Source: an optimization exercise on an open RTL-to-GDS flow (aim: small area, a short achievable clock period and few clock cycles). Production flows keep margins and buffers that such runs may drop. Where RTL was checked, it was by simulation tests only, not by an equivalence proof against the original. The flow treats the clock pin as an ideal source. Dropping or thinning the clock tree relies on that and would not hold on a real chip. Power is estimated from default activity; no workload was simulated.

==> inputs of run Y <==
==> flow/design.v <==
module conv_window_gen #(
  parameter int unsigned IMG_W  = 30,
  parameter int unsigned IMG_H  = 30,
  parameter int unsigned PIX_W  = 48,
  parameter int unsigned ADDR_W = 10
) (
  input  logic                 clk,
  input  logic                 rst,
  input  logic                 start,
  output logic                 rom_en,
  output logic [ADDR_W-1:0]    rom_addr,
  input  logic [PIX_W-1:0]     rom_data,
  output logic                 win_valid,
  input  logic                 win_ready,
  output logic [9*PIX_W-1:0]   win_data,
  output logic [4:0]           win_row,
  output logic [4:0]           win_col,
  output logic                 busy,
  output logic                 done
);
  localparam int unsigned NPix   = IMG_W * IMG_H;
  localparam int unsigned Depth  = 2 * IMG_W + 3;
  localparam int unsigned NPush  = NPix + IMG_W + 1;    
  localparam int unsigned CntW   = $clog2(NPush + 1);
  localparam int unsigned NMask  = 4;                   
  localparam int unsigned MaskW  = PIX_W / NMask;       
  localparam logic [CntW-1:0]   LastPix  = CntW'(NPix - 1);
  localparam logic [CntW-1:0]   LastPush = CntW'(NPush - 1);
  localparam logic [CntW-1:0]   PreWin   = CntW'(IMG_W);
  localparam logic [ADDR_W-1:0] LastAddr = ADDR_W'(NPix - 1);
  localparam logic [4:0]        ColLast  = 5'(IMG_W - 1);
  localparam logic [4:0]        ColPre   = 5'(IMG_W - 2);
  localparam logic [4:0]        RowPre   = 5'(IMG_H - 2);
  logic              busy_q, done_q;
  logic              en_q, vld_q;
  logic [ADDR_W-1:0] addr_q;
  logic [CntW-1:0]   pix_q;             
  logic              ph_data_q;         
  logic              ph_flush_q;        
  logic              fin_q;             
  logic              win_on_q;          
  logic              win_valid_q;
  logic [4:0]        row_q, col_q;
  logic [8:0]        mask_q [NMask];    
  logic [PIX_W-1:0]  sr_q [Depth];
  logic can_push, push, lost, load_win, last_hs, accept;
  assign can_push = !win_valid_q || win_ready;
  assign push     = can_push && ((ph_data_q && vld_q) || ph_flush_q);
  assign lost     = ph_data_q && vld_q && !can_push;
  assign load_win = push && win_on_q;
  assign last_hs  = fin_q && win_valid_q && win_ready;
  assign accept   = start && !busy_q && !done_q;
  logic [4:0] row_n, col_n;
  logic       row_end, col_pre, row_wrap, row_pre;
  assign row_end  = (col_q == ColLast);
  assign col_pre  = (col_q == ColPre);
  assign row_wrap = (row_q == 5'h1f);
  assign row_pre  = (row_q == RowPre);
  assign col_n    = row_end ? 5'd0 : col_q + 1'b1;
  assign row_n    = row_end ? row_q + 1'b1 : row_q;
  logic [8:0] mask_n [NMask];
  for (genvar c = 0; c < NMask; c++) begin : g_mask_n
    logic top_n, bot_n, lft_n, rgt_n;
    assign lft_n = mask_q[c][5];
    assign rgt_n = !mask_q[c][5] && col_pre;
    assign top_n = mask_q[c][5] ? row_wrap : mask_q[c][1];
    assign bot_n = mask_q[c][5] ? row_pre  : mask_q[c][7];
    assign mask_n[c] = {bot_n | rgt_n, bot_n, bot_n | lft_n,
                        rgt_n,         1'b0,  lft_n,
                        top_n | rgt_n, top_n, top_n | lft_n};
  end
  always_ff @(posedge clk or posedge rst) begin
    if (rst) begin
      busy_q      <= 1'b0;
      done_q      <= 1'b0;
      en_q        <= 1'b0;
      vld_q       <= 1'b0;
      addr_q      <= '0;
      pix_q       <= '0;
      ph_data_q   <= 1'b0;
      ph_flush_q  <= 1'b0;
      fin_q       <= 1'b0;
      win_on_q    <= 1'b0;
      win_valid_q <= 1'b0;
      row_q       <= '0;
      col_q       <= '0;
    end else begin
      done_q <= last_hs;
      if (accept) begin
        busy_q     <= 1'b1;
        en_q       <= 1'b1;
        vld_q      <= 1'b0;
        addr_q     <= '0;
        pix_q      <= '0;
        ph_data_q  <= 1'b1;
        ph_flush_q <= 1'b0;
        fin_q      <= 1'b0;
        win_on_q   <= 1'b0;
        row_q      <= 5'h1f;
        col_q      <= ColLast;
      end else begin
        if (last_hs) busy_q <= 1'b0;
        vld_q <= en_q && !lost;
        if (lost) begin
          en_q   <= 1'b1;
          addr_q <= pix_q[ADDR_W-1:0];
        end else if (en_q) begin
          en_q   <= (addr_q != LastAddr);
          addr_q <= addr_q + 1'b1;
        end
        if (push) begin
          pix_q <= pix_q + 1'b1;
          if (pix_q == LastPix) begin
            ph_data_q  <= 1'b0;
            ph_flush_q <= 1'b1;
          end
          if (pix_q == LastPush) begin
            ph_flush_q <= 1'b0;
            fin_q      <= 1'b1;
          end
          if (pix_q == PreWin) win_on_q <= 1'b1;
        end
        if (load_win) begin
          row_q  <= row_n;
          col_q  <= col_n;
        end
      end
      if (load_win) win_valid_q <= 1'b1;
      else if (win_ready) win_valid_q <= 1'b0;
    end
  end
  always_ff @(posedge clk) begin
    for (int c = 0; c < NMask; c++) begin
      if (accept) mask_q[c] <= 9'b000_100_000;
      else if (load_win) mask_q[c] <= mask_n[c];
    end
  end
  always_ff @(posedge clk) begin
    if (push) begin
      sr_q[0] <= ~rom_data;
      for (int t = 1; t < Depth; t++) sr_q[t] <= sr_q[t-1];
    end
  end
  for (genvar i = 0; i < 3; i++) begin : g_row
    for (genvar j = 0; j < 3; j++) begin : g_col
      localparam int unsigned TapIJ = 2 * IMG_W + 2 - i * IMG_W - j;
      for (genvar c = 0; c < NMask; c++) begin : g_slice
        assign win_data[PIX_W*(3*i+j) + MaskW*c +: MaskW] =
            ~(sr_q[TapIJ][MaskW*c +: MaskW] | {MaskW{mask_q[c][3*i+j]}});
      end
    end
  end
  assign rom_en    = en_q;
  assign rom_addr  = addr_q;
  assign win_valid = win_valid_q;
  assign win_row   = row_q;
  assign win_col   = col_q;
  assign busy      = busy_q;
  assign done      = done_q;
endmodule
==> flow/run.sh <==
#!/bin/bash
# synth_recipe.tcl (not shown) runs the flow's synth.tcl, then flattens the netlist and writes it again
# the make line also repeats each setting of config.mk as NAME=value (left out here)
make -C /OpenROAD-flow-scripts/flow DESIGN_CONFIG=/design/flow/config.mk WORK_HOME=/design/flow/orfs CLKGATE_MAP_FILE= SYNTH_SCRIPT=/design/flow/synth_recipe.tcl finish
==> flow/config.mk <==
export PLATFORM = sky130hd
export DESIGN_NAME = conv_window_gen
export DESIGN_NICKNAME = conv_window_gen
export VERILOG_FILES = /design/flow/design.v
export SDC_FILE = /design/flow/constraint.sdc
export NUM_CORES = 4
export LEC_CHECK = 0
export CAP_MARGIN = 20
export CORE_MARGIN = 2
export CORE_UTILIZATION = 55
export SETUP_SLACK_MARGIN = 2.4
export SLEW_MARGIN = 20
==> flow/constraint.sdc <==
create_clock -name core_clock -period 5.0 [get_ports {clk}]
set_input_delay 1.0000 -clock core_clock [delete_from_list [all_inputs] [get_ports {clk}]]
set_output_delay 1.0000 -clock core_clock [all_outputs]
set_load 0.01 [all_outputs]
==> run C: changes against run Y <==
--- a/flow/design.v
+++ b/flow/design.v
@@ -24,3 +24,3 @@
   localparam int unsigned CntW   = $clog2(NPush + 1);
-  localparam int unsigned NMask  = 4;                   
+  localparam int unsigned NMask  = 8;                   
   localparam int unsigned MaskW  = PIX_W / NMask;       
@@ -46,4 +46,6 @@
   logic can_push, push, lost, load_win, last_hs, accept;
+  logic have_q;                         
+  logic hnv_q;                          
   assign can_push = !win_valid_q || win_ready;
-  assign push     = can_push && ((ph_data_q && vld_q) || ph_flush_q);
+  assign push     = hnv_q || (have_q && win_ready);
   assign lost     = ph_data_q && vld_q && !can_push;
@@ -88,5 +90,5 @@
       done_q <= last_hs;
-      if (accept) begin
-        busy_q     <= 1'b1;
-        en_q       <= 1'b1;
+      if (!busy_q) begin
+        busy_q     <= accept;
+        en_q       <= accept;
         vld_q      <= 1'b0;
@@ -131,5 +133,23 @@
   end
+  logic vld_d, ph_data_d, ph_flush_d, win_valid_d, have_d;
+  always_comb begin
+    vld_d      = busy_q && en_q && !lost;
+    ph_data_d  = !busy_q || (ph_data_q && !(push && pix_q == LastPix));
+    ph_flush_d = busy_q && (push ? ((pix_q == LastPix) || (ph_flush_q && pix_q != LastPush))
+                                 : ph_flush_q);
+    win_valid_d = load_win || (win_valid_q && !win_ready);
+    have_d      = (ph_data_d && vld_d) || ph_flush_d;
+  end
+  always_ff @(posedge clk or posedge rst) begin
+    if (rst) begin
+      have_q <= 1'b0;
+      hnv_q  <= 1'b0;
+    end else begin
+      have_q <= have_d;
+      hnv_q  <= have_d && !win_valid_d;
+    end
+  end
   always_ff @(posedge clk) begin
     for (int c = 0; c < NMask; c++) begin
-      if (accept) mask_q[c] <= 9'b000_100_000;
+      if (!busy_q) mask_q[c] <= 9'b000_100_000;
       else if (load_win) mask_q[c] <= mask_n[c];
==> flow/flow/run.sh (new file) <==
#!/bin/bash
# Layout flow: the standard ORFS flow (standard.sh, standard synthesis unchanged) with
#  - its own clock tree (flow/pre_cts.tcl, run as ORFS's PRE_CTS_TCL hook): a balanced tree of
#    clkbuf_16 built by recursive bisection of the flip-flops, with four roots on the clock
#    port, in place of TritonCTS's H-tree; ORFS's CTS step then legalizes and repairs timing
#    as usual;
#  - a fanout cap of 40 on every net (flow/fanout.tcl, run before global placement, resizing,
#    CTS and global routing), so that high-fanout nets are split into small buffered nets;
#  - plain buffers (sky130 buf_1, upsized by timing repair where needed) on every port.
# make's full output goes to flow_make.log here; each ORFS step logs under orfs/logs/.
set -euo pipefail
export PRE_CTS_TCL="$PWD/flow/pre_cts.tcl"
export PRE_GLOBAL_PLACE_TCL="$PWD/flow/fanout.tcl"
export PRE_RESIZE_TCL="$PWD/flow/fanout.tcl"
export PRE_GLOBAL_ROUTE_TCL="$PWD/flow/fanout.tcl"
export BUFFER_PORTS_ARGS="-buffer_cell sky130_fd_sc_hd__buf_1"
bash standard.sh > flow_make.log 2>&1
==> flow/flow/fanout.tcl (new file) <==
# Hook for ORFS's placement, resizing, CTS and global-route steps: cap net fanout at 40 so
# that repair_design splits the shift register's enable net into small nets.
set_max_fanout 40 [current_design]
==> flow/flow/pre_cts.tcl (new file) <==
proc ctree_split {items maxn} {
  if {[llength $items] <= $maxn} { return [list $items] }
  set xs {}; set ys {}
  foreach it $items { lappend xs [lindex $it 1]; lappend ys [lindex $it 2] }
  set xs [lsort -real $xs]; set ys [lsort -real $ys]
  set dx [expr {[lindex $xs end] - [lindex $xs 0]}]
  set dy [expr {[lindex $ys end] - [lindex $ys 0]}]
  set k [expr {$dx >= $dy ? 1 : 2}]
  set s [lsort -real -index $k $items]
  set n [llength $s]
  # split sizes in multiples of maxn when possible, to keep groups full
  set ng [expr {int(ceil(double($n) / $maxn))}]
  set h [expr {int(round(double($ng) / 2.0)) * $n / $ng}]
  return [concat [ctree_split [lrange $s 0 [expr {$h - 1}]] $maxn] [ctree_split [lrange $s $h end] $maxn]]
}
proc ctree_centroid {items} {
  set sx 0.0; set sy 0.0
  foreach it $items { set sx [expr {$sx + [lindex $it 1]}]; set sy [expr {$sy + [lindex $it 2]}] }
  set n [llength $items]
  return [list [expr {int($sx / $n)}] [expr {int($sy / $n)}]]
}
proc ctree_level {block master nodes groupn tag} {
  # nodes: list of {iterm-or-inst x y}; returns list of {inst x y} of new buffers
  set groups [ctree_split $nodes $groupn]
  set out {}
  set i 0
  foreach g $groups {
    lassign [ctree_centroid $g] cx cy
    set inst [odb::dbInst_create $block $master "ctree_${tag}_$i"]
    $inst setLocation [expr {$cx - 2000}] [expr {$cy - 1360}]
    $inst setPlacementStatus PLACED
    set net [odb::dbNet_create $block "ctree_${tag}_net_$i"]
    $net setSigType CLOCK
    [$inst findITerm X] connect $net
    foreach s $g {
      set o [lindex $s 0]
      if {[string match "*dbITerm*" $o]} { $o disconnect; $o connect $net } else { [$o findITerm A] connect $net }
    }
    lappend out [list $inst $cx $cy]
    incr i
  }
  puts "ctree: level $tag: [llength $out] buffers"
  return $out
}
proc ctree_build {sizes nroot bufname} {
  # sizes: fanout of each buffer level from the leaves up; the top level is sized to give nroot buffers
  set db [ord::get_db]
  set block [ord::get_db_block]
  set master [$db findMaster $bufname]
  set clknet [$block findNet clk]
  set nodes {}
  foreach it [$clknet getITerms] {
    set inst [$it getInst]
    set bb [$inst getBBox]
    lappend nodes [list $it [expr {([$bb xMin] + [$bb xMax]) / 2}] [expr {([$bb yMin] + [$bb yMax]) / 2}]]
  }
  puts "ctree: [llength $nodes] sinks"
  set lv 0
  foreach n $sizes {
    set nodes [ctree_level $block $master $nodes $n "l$lv"]
    incr lv
  }
  set rn [expr {int(ceil(double([llength $nodes]) / $nroot))}]
  set nodes [ctree_level $block $master $nodes $rn "l$lv"]
  foreach r $nodes { [[lindex $r 0] findITerm A] connect $clknet }
}

set_max_fanout 40 [current_design]
ctree_build {28 6} 4 sky130_fd_sc_hd__clkbuf_16
set_propagated_clock [all_clocks]
rename clock_tree_synthesis ""
proc clock_tree_synthesis {args} { puts "clock tree built by flow/pre_cts.tcl; TritonCTS skipped" }
==> flow/standard.sh (new file) <==
#!/bin/bash
# synth_recipe.tcl (not shown) runs the flow's synth.tcl, then flattens the netlist and writes it again
# the make line also repeats each setting of config.mk as NAME=value (left out here)
make -C /OpenROAD-flow-scripts/flow DESIGN_CONFIG=/design/flow/config.mk WORK_HOME=/design/flow/orfs CLKGATE_MAP_FILE= SYNTH_SCRIPT=/design/flow/synth_recipe.tcl "${@:-finish}"
Settings changed: CORE_ASPECT_RATIO set to 2.0, CORE_UTILIZATION 55 to 62, SETUP_SLACK_MARGIN 2.4 to 2.6.
removed: flow/run.sh
==> run R: changes against run Y <==
==> flow/design.v, changed modules only <==
module conv_window_gen #(
  parameter int unsigned IMG_W  = 30,
  parameter int unsigned IMG_H  = 30,
  parameter int unsigned PIX_W  = 48,
  parameter int unsigned ADDR_W = 10
) (
  input  logic                 clk,
  input  logic                 rst,
  input  logic                 start,
  output logic                 rom_en,
  output logic [ADDR_W-1:0]    rom_addr,
  input  logic [PIX_W-1:0]     rom_data,
  output logic                 win_valid,
  input  logic                 win_ready,
  output logic [9*PIX_W-1:0]   win_data,
  output logic [4:0]           win_row,
  output logic [4:0]           win_col,
  output logic                 busy,
  output logic                 done
);
  localparam int unsigned NPix   = IMG_W * IMG_H;
  localparam int unsigned Depth  = 2 * IMG_W + 3;
  localparam int unsigned NPush  = NPix + IMG_W + 1;    
  localparam int unsigned CntW   = $clog2(NPush + 1);
  localparam logic [CntW-1:0]   LastPix  = CntW'(NPix - 1);
  localparam logic [CntW-1:0]   LastPush = CntW'(NPush - 1);
  localparam logic [CntW-1:0]   PreWin   = CntW'(IMG_W);
  localparam logic [ADDR_W-1:0] LastAddr = ADDR_W'(NPix - 1);
  localparam logic [4:0]        ColLast  = 5'(IMG_W - 1);
  localparam logic [4:0]        ColPre   = 5'(IMG_W - 2);
  localparam logic [4:0]        RowPre   = 5'(IMG_H - 2);
  logic              busy_q, done_q;
  logic              en_q, vld_q;
  logic [ADDR_W-1:0] addr_q;
  logic [CntW-1:0]   pix_q;             
  logic              ph_data_q;         
  logic              ph_flush_q;        
  logic              fin_q;             
  logic              win_on_q;          
  logic              win_valid_q;
  logic [4:0]        row_q, col_q;
  logic [8:0]        mask_q;            
  logic [PIX_W-1:0]  sr_q [Depth];
  logic can_push, push, lost, load_win, last_hs, accept;
  assign can_push = !win_valid_q || win_ready;
  assign push     = can_push && ((ph_data_q && vld_q) || ph_flush_q);
  assign lost     = ph_data_q && vld_q && !can_push;
  assign load_win = push && win_on_q;
  assign last_hs  = fin_q && win_valid_q && win_ready;
  assign accept   = start && !busy_q && !done_q;
  logic       top_n, bot_n, lft_n, rgt_n;
  logic [4:0] row_n, col_n;
  always_comb begin
    if (mask_q[5]) begin
      col_n = '0;
      row_n = row_q + 1'b1;
      top_n = (row_q == 5'h1f);
      bot_n = (row_q == RowPre);
    end else begin
      col_n = col_q + 1'b1;
      row_n = row_q;
      top_n = mask_q[1];
      bot_n = mask_q[7];
    end
    lft_n = mask_q[5];
    rgt_n = (col_q == ColPre);
  end
  always_ff @(posedge clk or posedge rst) begin
    if (rst) begin
      busy_q      <= 1'b0;
      done_q      <= 1'b0;
      en_q        <= 1'b0;
      vld_q       <= 1'b0;
      addr_q      <= '0;
      pix_q       <= '0;
      ph_data_q   <= 1'b0;
      ph_flush_q  <= 1'b0;
      fin_q       <= 1'b0;
      win_on_q    <= 1'b0;
      win_valid_q <= 1'b0;
      row_q       <= '0;
      col_q       <= '0;
      mask_q      <= '0;
    end else begin
      done_q <= last_hs;
      if (accept) begin
        busy_q     <= 1'b1;
        en_q       <= 1'b1;
        vld_q      <= 1'b0;
        addr_q     <= '0;
        pix_q      <= '0;
        ph_data_q  <= 1'b1;
        ph_flush_q <= 1'b0;
        fin_q      <= 1'b0;
        win_on_q   <= 1'b0;
        row_q      <= 5'h1f;
        col_q      <= ColLast;
        mask_q     <= 9'b000_100_000;
      end else begin
        if (last_hs) busy_q <= 1'b0;
        vld_q <= en_q && !lost;
        if (lost) begin
          en_q   <= 1'b1;
          addr_q <= pix_q[ADDR_W-1:0];
        end else if (en_q) begin
          en_q   <= (addr_q != LastAddr);
          addr_q <= addr_q + 1'b1;
        end
        if (push) begin
          pix_q <= pix_q + 1'b1;
          if (pix_q == LastPix) begin
            ph_data_q  <= 1'b0;
            ph_flush_q <= 1'b1;
          end
          if (pix_q == LastPush) begin
            ph_flush_q <= 1'b0;
            fin_q      <= 1'b1;
          end
          if (pix_q == PreWin) win_on_q <= 1'b1;
        end
        if (load_win) begin
          row_q  <= row_n;
          col_q  <= col_n;
          mask_q <= {bot_n | rgt_n, bot_n, bot_n | lft_n,
                     rgt_n,         1'b0,  lft_n,
                     top_n | rgt_n, top_n, top_n | lft_n};
        end
      end
      if (load_win) win_valid_q <= 1'b1;
      else if (win_ready) win_valid_q <= 1'b0;
    end
  end
  always_ff @(posedge clk) begin
    if (push) begin
      sr_q[0] <= ~rom_data;
      for (int t = 1; t < Depth; t++) sr_q[t] <= sr_q[t-1];
    end
  end
  for (genvar i = 0; i < 3; i++) begin : g_row
    for (genvar j = 0; j < 3; j++) begin : g_col
      localparam int unsigned TapIJ = 2 * IMG_W + 2 - i * IMG_W - j;
      assign win_data[PIX_W*(3*i+j) +: PIX_W] = ~(sr_q[TapIJ] | {PIX_W{mask_q[3*i+j]}});
    end
  end
  assign rom_en    = en_q;
  assign rom_addr  = addr_q;
  assign win_valid = win_valid_q;
  assign win_row   = row_q;
  assign win_col   = col_q;
  assign busy      = busy_q;
  assign done      = done_q;
endmodule
Settings changed: CORE_UTILIZATION 55 to 70, CTS_BUF_LIST set to sky130_fd_sc_hd__clkbuf_8 sky130_fd_sc_hd__clkbuf_16, PLACE_DENSITY set to 0.8, SETUP_SLACK_MARGIN 2.4 to 2.5.
==> run K: changes against run Y <==
--- a/flow/design.v
+++ b/flow/design.v
@@ -24,3 +24,3 @@
   localparam int unsigned CntW   = $clog2(NPush + 1);
-  localparam int unsigned NMask  = 4;                   
+  localparam int unsigned NMask  = 8;                   
   localparam int unsigned MaskW  = PIX_W / NMask;       
==> flow/flow/run.sh (new file) <==
#!/bin/bash
# Layout flow: the standard ORFS flow (standard.sh, standard synthesis unchanged) with
#  - a leaner clock tree: larger sink clusters and no dummy loads, so fewer buffer levels;
#  - plain buffers (sky130 buf_1, upsized by timing repair where needed) on every port.
# make's full output goes to flow_make.log here; each ORFS step logs under orfs/logs/.
set -euo pipefail
export CTS_ARGS="-sink_clustering_enable -repair_clock_nets -dont_use_dummy_load -sink_clustering_size 20 -sink_clustering_max_diameter 80"
export BUFFER_PORTS_ARGS="-buffer_cell sky130_fd_sc_hd__buf_1"
bash standard.sh > flow_make.log 2>&1
==> flow/standard.sh (new file) <==
#!/bin/bash
# synth_recipe.tcl (not shown) runs the flow's synth.tcl, then flattens the netlist and writes it again
# the make line also repeats each setting of config.mk as NAME=value (left out here)
make -C /OpenROAD-flow-scripts/flow DESIGN_CONFIG=/design/flow/config.mk WORK_HOME=/design/flow/orfs CLKGATE_MAP_FILE= SYNTH_SCRIPT=/design/flow/synth_recipe.tcl "${@:-finish}"
Settings changed: CORE_UTILIZATION 55 to 65, SETUP_SLACK_MARGIN 2.4 to 2.5.
removed: flow/run.sh
==> comparison <==
- Run K went through all stages and came out clean. Run R died in global routing with DPL-0033. Run Y produced a clean layout. Run C completed without violations.
- In sequential power, run C and run Y hardly differ.
- Clock skew: run Y < run K < run C.
- Worst hold slack, lowest first: run C, run K, run Y.
- Wire length, highest first: run Y, run C, run K.
- Fmax, highest first: run C, run K, run Y.
- Total power: run K > run Y > run C.
==> figures <==
Run status: run Y finished clean; run R did not finish; run C finished clean; run K finished clean
Stage where the flow stopped: run Y -; run R global routing; run C -; run K -
Sequential group share of total power: run Y 59.6%; run R -; run C 72.2%; run K 65.2%
Share of cells above drive strength 1: run Y 30.06%; run R -; run C 10.30%; run K 22.98%
Final min period: run Y 2.746 ns; run R -; run C 2.434 ns; run K 2.626 ns
Number of instances in the synthesized netlist: run Y 3,890; run R 3,798; run C 4,022; run K 4,006
Final critical-path share of the clock period: run Y 54.93%; run R -; run C 48.68%; run K 52.51%
Crit-path slowest cell: run Y sky130_fd_sc_hd__dfxtp_4; run R -; run C sky130_fd_sc_hd__edfxtp_1; run K sky130_fd_sc_hd__edfxtp_1
Nonclk inv count: run Y 107; run R -; run C 107; run K 104
Number of instances on the worst hold path: run Y 0; run R -; run C -; run K 0
Relative area of clock buffers and inverters in the final design: run Y 8.047%; run R -; run C -; run K 3.957%
Utilization after layout: run Y 68.89%; run R -; run C 68.72%; run K 74.26%
Portion of the post-synthesis area used by sequential elements: run Y 96.28%; run R 96.60%; run C 95.85%; run K 95.74%
Detail-routed net length per standard cell: run Y 19.07 microns; run R -; run C 20.17 microns; run K 19.65 microns
Testbench counts of run C, summed over its fixed seeds: cycles 22,456.
Testbench counts of run R, summed over its fixed seeds: cycles 22,456.
Testbench counts of run K, summed over its fixed seeds: cycles 22,456.
The RTL of run Y was laid out without a check of its function. In run C the design's own scripts or RTL, not TritonCTS, make the clock network.

re-timing with driven ports:
No port has a modelled driver above. Below, the same layouts with a new extraction and two added sets of constraints.
Step 1 assumes that a clkbuf_16 drives the clock port and a buf_2 every other input.
Step 2 also shifts input and output timing later by t, the mid clock arrival at the registers, as if the neighbouring blocks saw the same clock.
a / b / c = ideal / step 1 / step 2; a / b = the first two.
run	shift t [ns]	setup WS [ns]	worst setup path after step 2	latest minus earliest clock arrival (ns)
run Y	0.972	2.254 / 2.169 / 1.673	input to register	0.034 / 0.035
run C	0.698	2.566 / 2.419 / 2.129	input to register	0.083 / 0.083
run K	0.847	2.374 / 2.286 / 1.957	input to register	0.053 / 0.053
After both steps every run listed still meets setup and hold. The setup slack of run Y, which loses most, moves by -0.085 ns with the drivers and by -0.581 ns with both steps.
